What follows belongs to an exercise in optimizing a design on an open flow for small area and a short achievable clock period; a production flow would make more cautious choices.
Where RTL was checked, it was by simulation tests only, not by an equivalence proof against the original.
Power is estimated from default activity; no workload was simulated.

==> module integral_image_engine, before the edit <==
module integral_image_engine #(
    parameter int IMG_W  = 160,
    parameter int IMG_H  = 120,
    parameter int PIX_W  = 4,
    parameter int SUM_W  = 20,
    parameter int ADDR_W = 15
) (
    input  logic              clk,
    input  logic              rst_n,
    input  logic              frame_start,
    input  logic              pix_valid,
    input  logic [PIX_W-1:0]  pix_data,
    input  logic [1:0]        mode,
    input  logic              arm,
    output logic              wr_en,
    output logic [ADDR_W-1:0] wr_addr,
    output logic [SUM_W-1:0]  wr_data,
    output logic              frame_done,
    output logic              busy,
    output logic              overflow
);
    localparam int XW = (IMG_W > 1) ? $clog2(IMG_W) : 1;
    localparam int YW = $clog2(IMG_H + 1);
    localparam int CW0 = $clog2(IMG_H * ((1 << PIX_W) - 1) + 1);
    localparam int CW  = (CW0 < SUM_W) ? CW0 : SUM_W;
    localparam int HW  = SUM_W - PIX_W;    
    localparam int CHW = CW - PIX_W;
    localparam logic [XW-1:0] X_LAST = XW'(IMG_W - 1);
    localparam logic [YW-1:0] Y_LAST = YW'(IMG_H - 1);
    function automatic logic [SUM_W-1:0] pp_add(input logic [SUM_W-1:0] a,
                                                input logic [SUM_W-1:0] b);
        logic [SUM_W-1:0] g, p;
        g = a & b;
        p = a ^ b;
        for (int d = 1; d < SUM_W; d = d * 2) begin
            g = g | (p & (g << d));
            p = p & ((p << d) | SUM_W'((1 << d) - 1));
        end
        pp_add = a ^ b ^ (g << 1);
    endfunction
    function automatic logic [SUM_W-1:0] pp_inc(input logic [SUM_W-1:0] a);
        logic [SUM_W-1:0] c;
        c = a;
        for (int d = 1; d < SUM_W; d = d * 2) begin
            c = c & ((c << d) | SUM_W'((1 << d) - 1));
        end
        pp_inc = a ^ ((c << 1) | SUM_W'(1));
    endfunction
    localparam logic [1:0] MODE_CONT   = 2'b00;
    localparam logic [1:0] MODE_SINGLE = 2'b01;
    logic [XW-1:0]     x;
    logic [YW-1:0]     y;
    logic              in_frame;
    logic              capture;
    logic              armed;
    logic              x_zero;      
    logic              y_zero;      
    logic [IMG_W*CW-1:0] sr;
    logic [CW-1:0]       tail;
    logic                pend;
    logic [CW-1:0]       head;
    logic              decision;
    logic              cap_now;
    logic              accept;
    logic              x_first, y_first, x_last, y_last;
    logic              last_pix;
    logic              in_frame_next;
    logic [ADDR_W-1:0] cur_addr;
    logic [SUM_W-1:0]  base;       
    logic [PIX_W:0]    lo_sum;
    logic [HW-1:0]     base_hi_inc;
    logic [SUM_W-1:0]  ii;
    logic [CW-1:0]     above;
    logic [PIX_W:0]    col_lo;
    logic [CHW-1:0]    above_hi_inc;
    logic [CW-1:0]     col_new;
    assign head = pend ? sr[2*CW-1:CW] : sr[CW-1:0];
    logic [ADDR_W-1:0] addr_inc;
    logic [XW-1:0]     x_inc;
    logic [YW-1:0]     y_inc;
    assign addr_inc     = ADDR_W'(pp_inc(SUM_W'(wr_addr)));
    assign x_inc        = XW'(pp_inc(SUM_W'(x)));
    assign y_inc        = YW'(pp_inc(SUM_W'(y)));
    assign base         = pp_add(x_zero ? '0 : wr_data, y_zero ? '0 : SUM_W'(head));
    assign base_hi_inc  = HW'(pp_inc(SUM_W'(base[SUM_W-1:PIX_W])));
    assign above        = y_zero ? '0 : head;
    assign above_hi_inc = CHW'(pp_inc(SUM_W'(above[CW-1:PIX_W])));
    always_comb begin
        decision = 1'b0;
        case (mode)
            MODE_CONT:   decision = 1'b1;
            MODE_SINGLE: decision = armed | arm;
            default:     decision = 1'b0;
        endcase
        cap_now = frame_start ? decision : capture;
        accept  = pix_valid & (frame_start | in_frame);
        x_first  = x_zero;
        y_first  = y_zero;
        x_last   = (x == X_LAST);
        y_last   = (y == Y_LAST);
        last_pix = ~frame_start & x_last & y_last;
        if (accept) in_frame_next = ~last_pix;
        else        in_frame_next = frame_start | in_frame;
        cur_addr = (frame_start | (x_first & y_first)) ? '0 : addr_inc;
        lo_sum      = {1'b0, base[PIX_W-1:0]} + {1'b0, pix_data};
        if (frame_start)
            ii = SUM_W'(pix_data);
        else
            ii = {(lo_sum[PIX_W] ? base_hi_inc : base[SUM_W-1:PIX_W]), lo_sum[PIX_W-1:0]};
        col_lo       = {1'b0, above[PIX_W-1:0]} + {1'b0, pix_data};
        if (frame_start)
            col_new = CW'(pix_data);
        else
            col_new = {col_lo[PIX_W] ? above_hi_inc : above[CW-1:PIX_W], col_lo[PIX_W-1:0]};
    end
    always_ff @(posedge clk) begin
        if (pend) begin
            sr <= {tail, sr[IMG_W*CW-1:CW]};
        end
        if (accept) begin
            tail <= col_new;
        end
    end
    always_ff @(posedge clk or negedge rst_n) begin
        if (!rst_n) begin
            x          <= '0;
            y          <= '0;
            x_zero     <= 1'b1;
            y_zero     <= 1'b1;
            in_frame   <= 1'b0;
            pend       <= 1'b0;
            capture    <= 1'b0;
            armed      <= 1'b0;
            wr_en      <= 1'b0;
            wr_addr    <= '0;
            wr_data    <= '0;
            frame_done <= 1'b0;
            busy       <= 1'b0;
            overflow   <= 1'b0;
        end else begin
            if (accept) begin
                if (frame_start) begin
                    x      <= (IMG_W > 1) ? XW'(1) : '0;
                    y      <= (IMG_W > 1) ? '0 : YW'(1);
                    x_zero <= (IMG_W == 1);
                    y_zero <= (IMG_W > 1);
                end else if (x_last) begin
                    x      <= '0;
                    y      <= y_inc;
                    x_zero <= 1'b1;
                    y_zero <= 1'b0;
                end else begin
                    x      <= x_inc;
                    x_zero <= 1'b0;
                end
                wr_addr <= cur_addr;
                wr_data <= ii;
            end else if (frame_start) begin
                x      <= '0;
                y      <= '0;
                x_zero <= 1'b1;
                y_zero <= 1'b1;
            end
            in_frame   <= in_frame_next;
            pend       <= accept;
            capture    <= cap_now;
            wr_en      <= accept & cap_now;
            frame_done <= accept & cap_now & last_pix;
            busy       <= cap_now & in_frame_next;
            if (frame_start) begin
                overflow <= 1'b0;
            end else if (pix_valid && !in_frame) begin
                overflow <= 1'b1;
            end
            if (frame_start && (mode == MODE_SINGLE)) begin
                armed <= 1'b0;
            end else if (arm) begin
                armed <= 1'b1;
            end
        end
    end
endmodule
clock: 10.0 ns
lec_check: 0
abc_clock_period_in_ps: 3000
cap_margin: 20
core_margin: 2
core_utilization: 55
cts_cluster_diameter: 80
cts_cluster_size: 30
slew_margin: 20
standard.sh (not shown) runs the stock make flow with config.mk's settings and CLKGATE_MAP_FILE= SYNTH_SCRIPT=/design/flow/synth_recipe.tcl, a recipe that flattens the netlist after the stock synthesis.
==> flow/flow/run.sh <==
#!/bin/bash
# Standard ORFS layout; repair aims for a tighter setup target than the clock.
bash standard.sh SETUP_SLACK_MARGIN=6.6 finish > standard.log 2>&1
Rerun with:
--- a/flow/design.v
+++ b/flow/design.v
@@ -55,38 +55,41 @@
     logic              armed;
     logic              x_zero;      
     logic              y_zero;      
     logic [IMG_W*CW-1:0] sr;
     logic [CW-1:0]       tail;
     logic                pend;
-    logic [CW-1:0]       head;
+    logic [CW-1:0]       above;
+    logic [CW-1:0]       head_next;
     logic              decision;
     logic              cap_now;
     logic              accept;
     logic              x_first, y_first, x_last, y_last;
     logic              last_pix;
     logic              in_frame_next;
     logic [ADDR_W-1:0] cur_addr;
     logic [SUM_W-1:0]  base;       
     logic [PIX_W:0]    lo_sum;
-    logic [HW-1:0]     base_hi_inc;
+    logic [SUM_W-1:0]  acc;        
+    logic [SUM_W-1:0]  base16;     
     logic [SUM_W-1:0]  ii;
-    logic [CW-1:0]     above;
     logic [PIX_W:0]    col_lo;
     logic [CHW-1:0]    above_hi_inc;
     logic [CW-1:0]     col_new;
-    assign head = pend ? sr[2*CW-1:CW] : sr[CW-1:0];
+    assign head_next = pend ? sr[3*CW-1:2*CW] : sr[2*CW-1:CW];
     logic [ADDR_W-1:0] addr_inc;
     logic [XW-1:0]     x_inc;
     logic [YW-1:0]     y_inc;
     assign addr_inc     = ADDR_W'(pp_inc(SUM_W'(wr_addr)));
     assign x_inc        = XW'(pp_inc(SUM_W'(x)));
     assign y_inc        = YW'(pp_inc(SUM_W'(y)));
-    assign base         = pp_add(x_zero ? '0 : wr_data, y_zero ? '0 : SUM_W'(head));
-    assign base_hi_inc  = HW'(pp_inc(SUM_W'(base[SUM_W-1:PIX_W])));
-    assign above        = y_zero ? '0 : head;
+    assign acc          = x_zero ? '0 : wr_data;
+    assign base         = pp_add(acc, SUM_W'(above));
+    assign base16       = pp_add(acc ^ SUM_W'(above) ^ SUM_W'(1 << PIX_W),
+                                 ((acc & SUM_W'(above)) |
+                                  ((acc | SUM_W'(above)) & SUM_W'(1 << PIX_W))) << 1);
     assign above_hi_inc = CHW'(pp_inc(SUM_W'(above[CW-1:PIX_W])));
     always_comb begin
         decision = 1'b0;
         case (mode)
             MODE_CONT:   decision = 1'b1;
             MODE_SINGLE: decision = armed | arm;
@@ -103,25 +106,30 @@
         else        in_frame_next = frame_start | in_frame;
         cur_addr = (frame_start | (x_first & y_first)) ? '0 : addr_inc;
         lo_sum      = {1'b0, base[PIX_W-1:0]} + {1'b0, pix_data};
         if (frame_start)
             ii = SUM_W'(pix_data);
         else
-            ii = {(lo_sum[PIX_W] ? base_hi_inc : base[SUM_W-1:PIX_W]), lo_sum[PIX_W-1:0]};
+            ii = {(lo_sum[PIX_W] ? base16[SUM_W-1:PIX_W] : base[SUM_W-1:PIX_W]), lo_sum[PIX_W-1:0]};
         col_lo       = {1'b0, above[PIX_W-1:0]} + {1'b0, pix_data};
         if (frame_start)
             col_new = CW'(pix_data);
         else
             col_new = {col_lo[PIX_W] ? above_hi_inc : above[CW-1:PIX_W], col_lo[PIX_W-1:0]};
     end
     always_ff @(posedge clk) begin
         if (pend) begin
             sr <= {tail, sr[IMG_W*CW-1:CW]};
         end
         if (accept) begin
             tail <= col_new;
+        end
+        if (frame_start) begin
+            above <= '0;
+        end else if (accept) begin
+            above <= (y_first & ~x_last) ? '0 : head_next;
         end
     end
     always_ff @(posedge clk or negedge rst_n) begin
         if (!rst_n) begin
             x          <= '0;
             y          <= '0;
Outcome: Final area drops by 0.82%; clock-buffer cell count went down by 9; power is lower by about 0.8%; worst setup slack improved by 530 ps; maximum frequency increases by 16%; worst hold slack improves by 6.4 ps; via count drops by 1.4%; synthesized cell count rose by 0.34%; clock power came out lower by about 3%; first-iteration DRC count drops by 2.3%; sequential power hardly moves; clock skew falls by 4.8 ps.
No functional check of the RTL was part of the first run of this note.

## separate check: timing with driven ports
In the flow no input, the clock included, has a driving cell. The finished layouts below were timed again as built, in two steps. Step 1 sets driving cells, clkbuf_16 on the clock port and buf_2 on the other inputs (assumed; they add their load-dependent delay and slew). Step 2 adds t to the input delays and takes it off the output delays; t is the mean of the earliest and latest rising clock arrival at the registers after step 1. Input paths then give back, and output paths get back, about the clock's delay inside the block. Three values: ideal, step 1, step 2; two values: the first two.
| run | t, ns | slack for setup (ns) | hold WS [ns] | slew at the worst register clock pin (ns) |
|---|---|---|---|---|
| the first run | 0.720 | 6.044 / 6.044 / 5.496 | 0.411 / 0.411 / 0.411 | 0.11 / 0.11 |
| the second run | 0.721 | 6.578 / 6.593 / 5.898 | 0.418 / 0.418 / 0.418 | 0.11 / 0.11 |
After both steps every run listed still meets setup and hold. For the second run, which loses most, drivers alone change the setup slack by +0.015 ns; drivers and shift together by -0.680 ns.
